This is an optimization exercise on Yosys and OpenROAD, whose aim is small area, a short achievable clock period and few clock cycles per item, not a production implementation.
Only simulation tests tie the RTL to the original design; equivalence was not proved.

==> v25 <==
## soc_curve_interp_validate
module soc_curve_interp_validate #(
  parameter int NUM_POINTS = 8
) (
  input  logic        clk,
  input  logic        rst,
  input  logic        cfg_wen,
  input  logic        cfg_index,
  input  logic [7:0]  cfg_data,
  input  logic        in_valid,
  output logic        in_ready,
  input  logic [19:0] in_data,
  output logic        out_valid,
  input  logic        out_ready,
  output logic [15:0] out_data
);
==> flow/config.mk <==
export PLATFORM = sky130hd
export DESIGN_NAME = soc_curve_interp_validate
export DESIGN_NICKNAME = soc_curve_interp_validate
export VERILOG_FILES = /design/flow/design.v
export SDC_FILE = /design/flow/constraint.sdc
export NUM_CORES = 4
export LEC_CHECK = 0
export ABC_AREA = 1
export CAP_MARGIN = 20
export CORE_MARGIN = 2
export CORE_UTILIZATION = 40
export CTS_BUF_LIST = sky130_fd_sc_hd__clkbuf_8
export CTS_CLUSTER_DIAMETER = 150
export CTS_CLUSTER_SIZE = 50
export SETUP_SLACK_MARGIN = 5
export SLEW_MARGIN = 20
==> flow/constraint.sdc <==
create_clock -name core_clock -period 10.0 [get_ports {clk}]
set_input_delay 2.0000 -clock core_clock [delete_from_list [all_inputs] [get_ports {clk}]]
set_output_delay 2.0000 -clock core_clock [all_outputs]
set_load 0.01 [all_outputs]
standard.sh (not shown) runs the stock make flow with config.mk's settings and CLKGATE_MAP_FILE= SYNTH_SCRIPT=/design/flow/synth_recipe.tcl, a recipe that flattens the netlist after the stock synthesis.
==> flow/flow/run.sh <==
#!/bin/bash
set -euo pipefail
MARGIN=${FLOW_SETUP_MARGIN:-6.6}
export BUFFER_PORTS_ARGS="-buffer_cell sky130_fd_sc_hd__buf_1"
sed "s/SETUP_SLACK_MARGIN=[0-9.]*/SETUP_SLACK_MARGIN=${MARGIN}/" standard.sh > standard_margin.sh
bash standard_margin.sh > standard.log 2>&1
==> v16 (differences from v25) <==
--- a/flow/design.v
+++ b/flow/design.v
@@ -19,15 +19,15 @@
   always_ff @(posedge clk) begin
     if (rst) begin
       ve <= 8'd53;
       mt <= 7'd5;
     end else begin
       if (cfg_wen && cfg_index) mt <= cfg_data[6:0];
       if (cfg_wen && !cfg_index) ve <= cfg_data;
-      else if (busy) ve <= {ve[1:0], ve[7:2]};
+      else if (busy && eseg != 3'd5) ve <= {ve[1:0], ve[7:2]};
     end
   end
   logic [2:0]  eseg;    
   logic [1:0]  ebit;
   logic [13:0] acc;
   logic [1:0]  vbits;
   logic [15:0] mk;      
@@ -102,31 +102,30 @@
   always_ff @(posedge clk) begin
     if (rst || (cfg_wen && !cfg_index)) begin
       busy <= 1'b1;
       eseg <= 3'd0;
       ebit <= 2'd0;
     end else if (busy) begin
       ebit <= ebit + 2'd1;
-      if (ebit == 2'd3) begin
-        eseg <= eseg + 3'd1;
-        if (eseg == 3'd4) busy <= 1'b0;
-      end
+      if (ebit == 2'd3) eseg <= eseg + 3'd1;
+      if (eseg == 3'd5) busy <= 1'b0;
     end
   end
   always_ff @(posedge clk) begin
     acc <= acc_next;
   end
   always_ff @(posedge clk) begin
-    if (busy && ebit == 2'd3) begin
+    if (busy && ebit == 2'd0) begin
       case (eseg)
-        3'd0: t1 <= acc_next[11:7];
-        3'd1: t2 <= acc_next[12:7];
-        3'd2: t3 <= acc_next[13:7];
-        3'd3: t4 <= acc_next[13:7];
-        default: t5 <= acc_next[12:7];
+        3'd1: t1 <= acc[11:7];
+        3'd2: t2 <= acc[12:7];
+        3'd3: t3 <= acc[13:7];
+        3'd4: t4 <= acc[13:7];
+        3'd5: t5 <= acc[12:7];
+        default: ;
       endcase
     end
   end
   logic [2:0] t6;
   logic [1:0] t7;
   logic t67_new_n14, t67_new_n15, t67_new_n16, t67_new_n17, t67_new_n18, t67_new_n19, t67_new_n21, t67_new_n22, t67_new_n23, t67_new_n24, t67_new_n25, t67_new_n26, t67_new_n27, t67_new_n28, t67_new_n30, t67_new_n31, t67_new_n32, t67_new_n33, t67_new_n34, t67_new_n35, t67_new_n36, t67_new_n37, t67_new_n38, t67_new_n39, t67_new_n40, t67_new_n41, t67_new_n42, t67_new_n43, t67_new_n44, t67_new_n45, t67_new_n46, t67_new_n47, t67_new_n48, t67_new_n51;
   assign t67_new_n14 = ve[7] & ve[6];
@@ -543,15 +542,15 @@
   assign r1_en  = !r1_v || !s_v;
   assign r0_en  = !r0_v || r1_en;
   logic       r0_v_n, r1_v_n, s_v_n, busy_n;
   always_comb begin
     r0_v_n = r0_en ? (in_valid && in_ready) : r0_v;
     r1_v_n = r1_en ? r0_v : r1_v;
     s_v_n  = h_free ? 1'b0 : (s_v || r1_v);
-    busy_n = (cfg_wen && !cfg_index) || (busy && !(ebit == 2'd3 && eseg == 3'd4));
+    busy_n = (cfg_wen && !cfg_index) || (busy && eseg != 3'd5);
   end
   always_ff @(posedge clk) begin
     if (rst) begin
       r0_v      <= 1'b0;
       r1_v      <= 1'b0;
       s_v       <= 1'b0;
       out_valid <= 1'b0;
--- a/flow/config.mk
+++ b/flow/config.mk
@@ -4,13 +4,13 @@
 export VERILOG_FILES = /design/flow/design.v
 export SDC_FILE = /design/flow/constraint.sdc
 export NUM_CORES = 4
 export LEC_CHECK = 0
 export ABC_AREA = 1
 export CAP_MARGIN = 20
 export CORE_MARGIN = 2
-export CORE_UTILIZATION = 40
+export CORE_UTILIZATION = 58
 export CTS_BUF_LIST = sky130_fd_sc_hd__clkbuf_8
 export CTS_CLUSTER_DIAMETER = 150
 export CTS_CLUSTER_SIZE = 50
 export SETUP_SLACK_MARGIN = 5
 export SLEW_MARGIN = 20
==> results.cfg <==
[outcome]
status = finished clean

[synthesis]
synth_fa_ha_area_share_pct = 9.15
synth_xor_area_share_pct = 2.29

[floorplan]
start_util_pct = 40.5
die_x_um = 149
rows = 53

[worst_setup_path]
cp_num_cells = 24

[timing]
fin_crit_sh_pct = 33.4
max-slew-margin-rel_pct = 37.1

[final_layout]
clock_buffers = 19

[drt]
drtPass1Iterations = 5
The numbers above come from v25.

==> results.cfg <==
[floorplan]
die_x_um = 124
start_util_pct = 60.1

[synthesis]
synth_fa_ha_area_share_pct = 9.17

[final_layout]
clock_buffers = 18

[drt]
drtPass1Iterations = 6

[timing]
max-slew-margin-rel_pct = 26.7

[outcome]
status = finished clean
The numbers above come from v16.

Testbench counts of v25, summed over its fixed seeds: cycles 3,368, items 3,200.
Testbench counts of v16, summed over its fixed seeds: cycles 3,376, items 3,200.

-- re-timing with driven ports --
The flow's constraints put no driver on any port. The routed layouts listed below were extracted and timed again, unchanged, in two steps.
Step 1 assumes that a clkbuf_16 drives the clock port and a buf_2 every other input.
Step 2 moves the port delays by t, midway between the first and last clock arrival at a register: inputs arrive t later, outputs are due t later. That takes back most of the time a late clock gives input paths.
a / b / c = ideal ports / drivers / drivers and shift; a / b = the first two.
| run | t (ns) | setup slack, ns | hold WS [ns] | worst setup path at the end |
|---|---|---|---|---|
| v25 | 0.480 | 6.665 / 6.665 / 6.665 | 0.435 / 0.435 / 0.435 | register to register |
| v16 | 0.489 | 6.865 / 6.865 / 6.465 | 0.424 / 0.424 / 0.424 | input to register |
After both steps every run listed still meets setup and hold. For v16, which loses most, drivers alone change the setup slack by 0.000 ns; drivers and shift together by -0.400 ns.
